Background: an optimization exercise with open tools, aiming at small area. Do not read the settings as production practice. Only simulation tests tie the RTL to the original design; equivalence was not proved. No driver is modelled on the clock port, so clocking that relies on it looks cheaper here than on a real chip. Power is estimated from default activity; no workload was simulated.

Design i281_trace_buffer, start of the top module:
module i281_trace_buffer #(
   parameter int DEPTH     = 64,
   parameter int NUM_REGS  = 4,
   parameter int REG_W     = 8,
   parameter int INSTR_W   = 5,
   parameter int STATE_W   = 5,
   parameter int FLAG_W    = 4,
   parameter int CYC_W     = 16,
   parameter int POST_TRIG = 8
) (
   input  logic                      clock,
   input  logic                      reset_n,
   input  logic                      capture_en,
   input  logic [INSTR_W-1:0]        instr,
   input  logic [STATE_W-1:0]        state,
   input  logic [NUM_REGS*REG_W-1:0] regs,
   input  logic [FLAG_W-1:0]         flags,
   input  logic                      arm,
   input  logic                      trig_en,
   input  logic [INSTR_W-1:0]        trig_instr,
   input  logic [STATE_W-1:0]        trig_state,
   output logic                      busy,
   output logic                      done,
   output logic                      wrapped,
   input  logic                      rd_start,
   input  logic                      rd_ready,
   output logic                      rd_valid,
   output logic [CYC_W+INSTR_W+STATE_W+NUM_REGS*REG_W+FLAG_W-1:0] rd_data,
   output logic                      rd_last
);
   localparam int AW      = $clog2(DEPTH);
   localparam int FW      = AW + 1;
   localparam int PW      = (POST_TRIG > 1) ? $clog2(POST_TRIG) : 1;
   localparam int SNAP_W  = INSTR_W + STATE_W + NUM_REGS*REG_W + FLAG_W;
   localparam int ENTRY_W = CYC_W + SNAP_W;
   typedef enum logic [2:0] {
      ST_IDLE,
      ST_ARMED,
      ST_POST,
      ST_DONE,
      ST_READOUT
   } state_e;
   state_e             state_q, state_d;
   logic [FW-1:0]      fill_q, fill_d;      
   logic [PW-1:0]      post_cnt_q, post_cnt_d;
   logic               wrapped_q, wrapped_d;
   logic [CYC_W-1:0]   cyc_q, cyc_d;        
   logic [ENTRY_W-1:0] mem_q [DEPTH];
   logic               capturing, reading, full, wr_en, shift, trig_hit;
   assign capturing = (state_q == ST_ARMED) || (state_q == ST_POST);
   assign reading   = (state_q == ST_READOUT);
   assign full      = fill_q[FW-1];
   assign wr_en     = capturing && capture_en;
  ...
Size: roughly 4200 cells after synthesis, about 4000 flip-flops, about 130 I/O pins, roughly 120000 um2 of cells after synthesis.
Settings: LEC_CHECK=0, CAP_MARGIN=20, CORE_MARGIN=2, CORE_UTILIZATION=60, CTS_BUF_LIST=sky130_fd_sc_hd__clkbuf_16, CTS_CLUSTER_DIAMETER=50, CTS_CLUSTER_SIZE=30, PLACE_DENSITY=0.7, SLEW_MARGIN=20; clock period 6.0 ns.
run.sh (not shown) runs the stock make flow with config.mk's settings and CLKGATE_MAP_FILE= SYNTH_SCRIPT=/design/flow/synth_recipe.tcl, a recipe that flattens the netlist after the stock synthesis.
Next try:
- CORE_UTILIZATION: 60 -> 55
- CTS_BUF_LIST: sky130_fd_sc_hd__clkbuf_16 -> unset
- CTS_CLUSTER_DIAMETER: 50 -> unset
- CTS_CLUSTER_SIZE: 30 -> unset
- PLACE_DENSITY: 0.7 -> 0.65
The changed run passed the timing, DRC and antenna checks.
Worst setup slack degrades by 55 ps.
Cell area climbs by 2.6%.
Power climbs by 7.7%.
Die area climbs by 9.0%.

* * *

i281_trace_buffer, a different RTL version from the one above (not shown whole).
Size in the first run: about 130 I/O pins.
==> flow/design.v (excerpt) <==
module i281_trace_buffer #(
   parameter int DEPTH     = 64,
   parameter int NUM_REGS  = 4,
   parameter int REG_W     = 8,
   parameter int INSTR_W   = 5,
   parameter int STATE_W   = 5,
   parameter int FLAG_W    = 4,
   parameter int CYC_W     = 16,
   parameter int POST_TRIG = 8
) (
   input  logic                      clock,
   input  logic                      reset_n,
   input  logic                      capture_en,
   input  logic [INSTR_W-1:0]        instr,
   input  logic [STATE_W-1:0]        state,
   input  logic [NUM_REGS*REG_W-1:0] regs,
   input  logic [FLAG_W-1:0]         flags,
   input  logic                      arm,
   input  logic                      trig_en,
   input  logic [INSTR_W-1:0]        trig_instr,
   input  logic [STATE_W-1:0]        trig_state,
   output logic                      busy,
   output logic                      done,
   output logic                      wrapped,
   input  logic                      rd_start,
   input  logic                      rd_ready,
   output logic                      rd_valid,
   output logic [CYC_W+INSTR_W+STATE_W+NUM_REGS*REG_W+FLAG_W-1:0] rd_data,
   output logic                      rd_last
);
Settings: LEC_CHECK=0, CAP_MARGIN=20, CORE_MARGIN=2, CORE_UTILIZATION=60, PLACE_DENSITY=0.7, SLEW_MARGIN=20; clock period 6.0 ns.
standard.sh (not shown) runs the stock make flow with config.mk's settings and CLKGATE_MAP_FILE= SYNTH_SCRIPT=/design/flow/synth_recipe.tcl, a recipe that flattens the netlist after the stock synthesis.
==> flow/flow/run.sh <==
#!/bin/bash
set -euo pipefail
CTS_ARGS="-sink_clustering_enable -repair_clock_nets -dont_use_dummy_load -sink_clustering_size 30 -sink_clustering_max_diameter 80 -buf_list sky130_fd_sc_hd__clkbuf_16"
bash standard.sh finish \
  "CTS_ARGS=${CTS_ARGS}" \
  "BUFFER_PORTS_ARGS=-buffer_cell sky130_fd_sc_hd__buf_1" \
  > flow_make.log 2>&1
test -f out/final.def
The baseline ran to the end with no violations.
Change:
==> flow/flow/run.sh (replaced) <==
#!/bin/bash
set -euo pipefail
CTS_ARGS="-sink_clustering_enable -repair_clock_nets -dont_use_dummy_load -sink_clustering_size 9 -sink_clustering_max_diameter 40 -buf_list sky130_fd_sc_hd__clkbuf_4"
bash standard.sh finish \
  "CTS_ARGS=${CTS_ARGS}" \
  "BUFFER_PORTS_ARGS=-buffer_cell sky130_fd_sc_hd__buf_1" \
  > flow_make.log 2>&1
test -f out/final.def
What happened:
- The changed run went through all stages and came out clean
- clock power stays flat
- routed wire length is higher by 2.2%
- sequential power is about the same
- fmax drops by 0.45%
- synthesized area stays the same
- register-to-register slack gets worse by 0.02 ns
- flip-flop and latch count is unchanged
- design area went up by 0.60%

* * *

job 563:
The RTL this note starts from:
==> flow/design.v <==
module i281_trace_buffer #(
   parameter int DEPTH     = 64,
   parameter int NUM_REGS  = 4,
   parameter int REG_W     = 8,
   parameter int INSTR_W   = 5,
   parameter int STATE_W   = 5,
   parameter int FLAG_W    = 4,
   parameter int CYC_W     = 16,
   parameter int POST_TRIG = 8
) (
   input  logic                      clock,
   input  logic                      reset_n,
   input  logic                      capture_en,
   input  logic [INSTR_W-1:0]        instr,
   input  logic [STATE_W-1:0]        state,
   input  logic [NUM_REGS*REG_W-1:0] regs,
   input  logic [FLAG_W-1:0]         flags,
   input  logic                      arm,
   input  logic                      trig_en,
   input  logic [INSTR_W-1:0]        trig_instr,
   input  logic [STATE_W-1:0]        trig_state,
   output logic                      busy,
   output logic                      done,
   output logic                      wrapped,
   input  logic                      rd_start,
   input  logic                      rd_ready,
   output logic                      rd_valid,
   output logic [CYC_W+INSTR_W+STATE_W+NUM_REGS*REG_W+FLAG_W-1:0] rd_data,
   output logic                      rd_last
);
   localparam int AW       = $clog2(DEPTH);
   localparam int FW       = AW + 1;
   localparam int PW       = (POST_TRIG > 1) ? $clog2(POST_TRIG) : 1;
   localparam int SNAP_W   = INSTR_W + STATE_W + NUM_REGS*REG_W + FLAG_W;
   localparam int ENTRY_W  = CYC_W + SNAP_W;
   localparam int INS_STEP = 4;                       
   localparam int SW       = $clog2(INS_STEP);
   localparam int NINS     = DEPTH / INS_STEP;        
   localparam int RD_POS   = 1;                       
   typedef enum logic [2:0] {
      ST_IDLE,
      ST_ARMED,
      ST_POST,
      ST_DONE,
      ST_RSETUP,
      ST_READOUT
   } state_e;
   state_e             state_q, state_d;
   logic [FW-1:0]      fill_q, fill_d;        
   logic [PW-1:0]      post_cnt_q, post_cnt_d;
   logic               wrapped_q, wrapped_d;
   logic [CYC_W-1:0]   cyc_q, cyc_d;
   logic [AW-1:0]      off_q, off_d;          
   logic [INS_STEP-1:1] pend_q, pend_d;       
   logic               rd_valid_q, rd_valid_d;
   logic               rd_last_q, rd_last_d;
   logic [ENTRY_W-1:0] rd_data_q;
   logic [ENTRY_W-1:0] ring_q [DEPTH];
   logic [ENTRY_W-1:0] dly_q  [2:INS_STEP-1];    
   logic [ENTRY_W-1:0] dly1;                     
   logic               capturing, reading, full, wr_en, trig_hit;
   logic [ENTRY_W-1:0] entry, ins_data;
   logic [SW-1:0]      src;
   logic               have, due, fetch;
   assign capturing = (state_q == ST_ARMED) || (state_q == ST_POST);
   assign reading   = (state_q == ST_READOUT);
   assign full      = fill_q[FW-1];
   assign wr_en     = capturing && capture_en && !arm;
   assign trig_hit  = (state_q == ST_ARMED) && capture_en && trig_en &&
                      (instr == trig_instr) && (state == trig_state);
   assign entry     = {cyc_q, instr, state, regs, flags};
   always_comb begin
      src  = '0;
      have = wr_en;
      for (int k = 1; k < INS_STEP; k++) begin
         if (pend_q[k]) begin
            src  = SW'(k);
            have = 1'b1;
         end
      end
   end
   assign due      = have && (off_q[SW-1:0] == '0);
   assign dly1     = rd_data_q;
   assign ins_data = (src == '0) ? entry : (src == SW'(1)) ? dly1 : dly_q[src];
   assign fetch = reading && (off_q == AW'(RD_POS + 1)) &&
                  (!rd_valid_q || (rd_ready && !rd_last_q));
   always_comb begin
      state_d    = state_q;
      fill_d     = fill_q;
      post_cnt_d = post_cnt_q;
      wrapped_d  = wrapped_q;
      cyc_d      = cyc_q;
      off_d      = (due || fetch) ? off_q : off_q + AW'(1);
      rd_valid_d = rd_valid_q;
      rd_last_d  = rd_last_q;
      for (int k = 1; k < INS_STEP; k++) begin
         pend_d[k] = ((k == 1) ? wr_en : pend_q[k-1]) && !(due && (src == SW'(k - 1)));
      end
      if (arm) begin
         state_d    = ST_ARMED;
         fill_d     = '0;
         post_cnt_d = '0;
         wrapped_d  = 1'b0;
         cyc_d      = '0;
         pend_d     = '0;
         rd_valid_d = 1'b0;
         rd_last_d  = 1'b0;
      end else begin
         unique case (state_q)
            ST_IDLE: begin
            end
            ST_ARMED, ST_POST: begin
               cyc_d = cyc_q + CYC_W'(1);
               if (capture_en) begin
                  if (full) wrapped_d = 1'b1;
                  else      fill_d    = fill_q + FW'(1);
               end
               if (trig_hit) begin
                  post_cnt_d = '0;
                  state_d    = ST_POST;
               end else if ((state_q == ST_POST) && capture_en) begin
                  post_cnt_d = post_cnt_q + PW'(1);
                  if (post_cnt_q == PW'(POST_TRIG - 1)) state_d = ST_DONE;
               end
            end
            ST_DONE: begin
               if (rd_start) state_d = ST_RSETUP;
            end
            ST_RSETUP: begin
               if (pend_q == '0) begin
                  state_d = ST_READOUT;
                  off_d   = off_q + AW'(1) + fill_q[AW-1:0];
               end
            end
            ST_READOUT: begin
               if (fetch) begin
                  rd_valid_d = 1'b1;
                  rd_last_d  = (fill_q == FW'(1));
                  fill_d     = fill_q - FW'(1);
               end else if (rd_valid_q && rd_ready) begin
                  rd_valid_d = 1'b0;
                  if (rd_last_q) begin
                     rd_last_d = 1'b0;
                     state_d   = ST_IDLE;
                  end
               end
            end
            default: begin
               state_d = ST_IDLE;
            end
         endcase
      end
   end
   always_ff @(posedge clock or negedge reset_n) begin
      if (!reset_n) begin
         state_q    <= ST_IDLE;
         wrapped_q  <= 1'b0;
         off_q      <= '0;
         pend_q     <= '0;
         rd_valid_q <= 1'b0;
         rd_last_q  <= 1'b0;
      end else begin
         state_q    <= state_d;
         wrapped_q  <= wrapped_d;
         off_q      <= off_d;
         pend_q     <= pend_d;
         rd_valid_q <= rd_valid_d;
         rd_last_q  <= rd_last_d;
      end
   end
   always_ff @(posedge clock) begin
      fill_q     <= fill_d;
      post_cnt_q <= post_cnt_d;
      cyc_q      <= cyc_d;
   end
   logic [NINS-1:0]    pm_q, pm_d;
   logic [NINS-1:0]    ins_sel, ins_selb;
   always_comb begin
      for (int j = 0; j < NINS; j++) begin
         pm_d[j]     = (off_d == AW'(j * INS_STEP));
         ins_sel[j]  = have && pm_q[j];
         ins_selb[j] = !have || (off_q != AW'(j * INS_STEP));
      end
   end
   always_ff @(posedge clock) begin
      pm_q <= pm_d;
   end
   always_ff @(posedge clock) begin
      for (int p = 0; p < DEPTH; p++) begin
         if (p % INS_STEP != 0) begin
            ring_q[p] <= ring_q[p-1];
         end else begin
            ring_q[p] <= ~((ring_q[(p + DEPTH - 1) % DEPTH] | {ENTRY_W{ins_sel[p / INS_STEP]}}) &
                           ({ENTRY_W{ins_selb[p / INS_STEP]}} |
                            (((p / INS_STEP) % 2 == 1) ? ins_data : ~ins_data)));
         end
      end
      for (int k = 2; k < INS_STEP; k++) begin
         dly_q[k] <= (k == 2) ? dly1 : dly_q[k-1];
      end
      if (!reading)  rd_data_q <= entry;
      else if (fetch) rd_data_q <= ring_q[RD_POS];
   end
   assign busy     = capturing;
   assign done     = (state_q == ST_DONE);
   assign wrapped  = wrapped_q;
   assign rd_valid = rd_valid_q;
   assign rd_data  = rd_data_q;
   assign rd_last  = rd_last_q;
endmodule
export LEC_CHECK = 0
export CAP_MARGIN = 0
export CORE_MARGIN = 2
export CORE_UTILIZATION = 72
export GPL_TIMING_DRIVEN = 0
export PLACE_DENSITY = 0.8
export SLEW_MARGIN = 0
create_clock -name core_clock -period 6.0 [get_ports {clock}]
==> flow/flow/run.sh <==
#!/bin/bash
set -euo pipefail
CTS_ARGS="-sink_clustering_enable -repair_clock_nets -dont_use_dummy_load -sink_clustering_size 18 -sink_clustering_max_diameter 70 -buf_list sky130_fd_sc_hd__clkbuf_8 -sink_clustering_buffer sky130_fd_sc_hd__clkbuf_8 -tree_buf sky130_fd_sc_hd__clkbuf_4 -root_buf sky130_fd_sc_hd__clkbuf_8"
bash standard.sh finish \
  "CTS_ARGS=${CTS_ARGS}" \
  "BUFFER_PORTS_ARGS=-buffer_cell sky130_fd_sc_hd__buf_1" \
  > flow_make.log 2>&1
test -f out/final.def
Status job 563: flow complete, layout not clean - max-capacitance violations, max-slew violations
## Diff of input files: job 250 against job 563
- swapping 0 for 20 in SLEW_MARGIN
- clearing GPL_TIMING_DRIVEN, which used to be 0
- swapping 0 for 20 in CAP_MARGIN
==> flow/flow/run.sh <==
#!/bin/bash
set -euo pipefail
CTS_ARGS="-sink_clustering_enable -repair_clock_nets -dont_use_dummy_load -sink_clustering_size 30 -sink_clustering_max_diameter 55 -buf_list sky130_fd_sc_hd__clkbuf_16 -sink_clustering_buffer sky130_fd_sc_hd__clkbuf_16 -tree_buf sky130_fd_sc_hd__clkbuf_4 -root_buf sky130_fd_sc_hd__clkbuf_8"
bash standard.sh finish \
  "CTS_ARGS=${CTS_ARGS}" \
  "BUFFER_PORTS_ARGS=-buffer_cell sky130_fd_sc_hd__buf_1" \
  > flow_make.log 2>&1
test -f out/final.def
[summary]
Job 563 finished all stages; layout check result: FAIL, due to max-capacitance violations, max-slew violations.
Job 250 finished end to end and its layout was clean on timing, DRC and antenna.
In job 250 the weighted congestion at the end of routability-driven global placement turned out about 10% lower than in job 563.
Logic depth of the worst setup path including buffers: higher on job 250
Detail-routed net length per standard cell came out higher on job 250 than on job 563.
For job 6765, these inputs were changed with respect to job 250:
==> flow/flow/run.sh <==
#!/bin/bash
set -euo pipefail
CTS_ARGS="-sink_clustering_enable -repair_clock_nets -dont_use_dummy_load -sink_clustering_size 24 -sink_clustering_max_diameter 55 -buf_list sky130_fd_sc_hd__clkbuf_8 -sink_clustering_buffer sky130_fd_sc_hd__clkbuf_8 -tree_buf sky130_fd_sc_hd__clkbuf_4 -root_buf sky130_fd_sc_hd__clkbuf_8"
bash standard.sh finish \
  "CTS_ARGS=${CTS_ARGS}" \
  "BUFFER_PORTS_ARGS=-buffer_cell sky130_fd_sc_hd__buf_1" \
  "POST_CTS_TCL=$(pwd)/flow/post_cts.tcl" \
  > flow_make.log 2>&1
test -f out/final.def
==> flow/flow/post_cts.tcl (new file) <==
# Sourced by ORFS at the end of CTS (POST_CTS_TCL). Upsizes each leaf clock buffer whose
# flip-flop clock pins see a slow edge in the placement estimate, then re-legalizes.
# Only the buffer's size changes; the tree and its sinks stay as CTS built them.
estimate_parasitics -placement
set lim 0.110
set up 0
foreach inst [get_cells *] {
  if {[get_property $inst ref_name] ne "sky130_fd_sc_hd__clkbuf_8"} { continue }
  set net [get_nets -of_objects [get_pins -of_objects $inst -filter "direction==output"]]
  set worst 0
  foreach p [get_pins -of_objects $net -filter "direction==input"] {
    set s [get_property $p slew_max]
    if {$s > $worst} { set worst $s }
  }
  if {$worst > $lim} {
    replace_cell $inst sky130_fd_sc_hd__clkbuf_16
    incr up
  }
}
puts "post_cts: upsized $up clock buffers"
if {$up > 0} {
  detailed_placement
  check_placement -verbose
  estimate_parasitics -placement
}
Findings:
The lower ratio of cells with drive above 1 in the final layout came out of job 250.
Via-per-instance ratio delta for job 6765 relative to job 250: 1.2% higher
Going from job 250 to job 6765, post-route worst hold slack picked up an extra 0.016 ns, area added between synthesis and finish increased by 0.48 points relative to the old numbers, worst setup slack lost 0.059 ns.
Power (higher): job 6765
In the metrics for job 250 and job 6765, the one carrying the lower via count is job 250.
Count of final hold-check violations: job 250 vs job 6765, no meaningful difference
Looking at summed area of non-filler cells in the final layout, job 6765 sits above job 250.
Relative to job 250, job 6765 degrades worst setup slack for register-to-register paths.
Here is what was changed in the inputs of job 6453 compared with job 6765.
==> flow/flow/run.sh <==
#!/bin/bash
set -euo pipefail
CTS_ARGS="-sink_clustering_enable -repair_clock_nets -dont_use_dummy_load -sink_clustering_size 18 -sink_clustering_max_diameter 70 -buf_list sky130_fd_sc_hd__clkbuf_8 -sink_clustering_buffer sky130_fd_sc_hd__clkbuf_8 -tree_buf sky130_fd_sc_hd__clkbuf_4 -root_buf sky130_fd_sc_hd__clkbuf_8"
bash standard.sh finish \
  "CTS_ARGS=${CTS_ARGS}" \
  "BUFFER_PORTS_ARGS=-buffer_cell sky130_fd_sc_hd__buf_1" \
  > flow_make.log 2>&1
test -f out/final.def
removed: flow/flow/post_cts.tcl
## What came out
| number of sequential cells | job 6765 vs job 6453 | ≈ equal |. There was hardly any difference in footprint of the multi-input gates between job 6453 and job 6765. Comparing share of total power consumed by net switching for job 6765 and job 6453, the bigger number came from job 6765. Going from job 6765 to job 6453, portion of total power attributed to the clock network has decreased; final instance area has decreased; total power has decreased. Setup slack: job 6453 more than job 6765. Relative contribution of combinational cells to total power: job 6453 vs job 6765, no meaningful difference.

-- separate check: timing with driven ports --
Ports are ideal in the flow. The routed layouts listed here were re-timed in OpenROAD.
Step 1: set_driving_cell puts a clkbuf_16 on clock and a buf_2 on each other input, an assumption about the parent block.
Step 2, shift: input delay + t, output delay - t, t = (earliest + latest rising clock arrival at the registers) / 2. This alone moves slack from input paths to output paths.
a / b / c = no drivers / after step 1 / after step 2; a / b = the first two.
| run | shift t [ns] | setup slack, ns | worst setup path at the end | clock arrival spread, ns | worst register clock-pin slew, ns |
|---|---|---|---|---|---|
| the first run of note 1 | 0.974 | 2.162 / 2.082 / 2.003 | input to register | 0.054 / 0.054 | 0.09 / 0.09 |
| the second run of note 1 | 1.008 | 2.107 / 2.021 / 2.071 | input to register | 0.038 / 0.039 | 0.06 / 0.06 |
| the first run of note 2 | 0.880 | 0.511 / 0.511 / 0.196 | input to register | 0.086 / 0.086 | 0.11 / 0.11 |
| the second run of note 2 | 1.417 | 0.486 / 0.486 / 0.163 | input to register | 0.094 / 0.094 | 0.10 / 0.10 |
| job 563 | 1.083 | 0.876 / 0.876 / 0.435 | input to register | 0.083 / 0.084 | 0.12 / 0.12 |
| job 250 | 1.161 | 1.837 / 1.837 / 1.337 | input to register | 0.209 / 0.209 | 0.12 / 0.12 |
| job 6765 | 1.053 | 1.778 / 1.778 / 1.306 | input to register | 0.213 / 0.212 | 0.11 / 0.11 |
| job 6453 | 1.061 | 1.845 / 1.845 / 1.362 | input to register | 0.140 / 0.140 | 0.12 / 0.12 |
For job 250, which loses most, drivers alone change the setup slack by 0.000 ns; drivers and shift together by -0.500 ns.
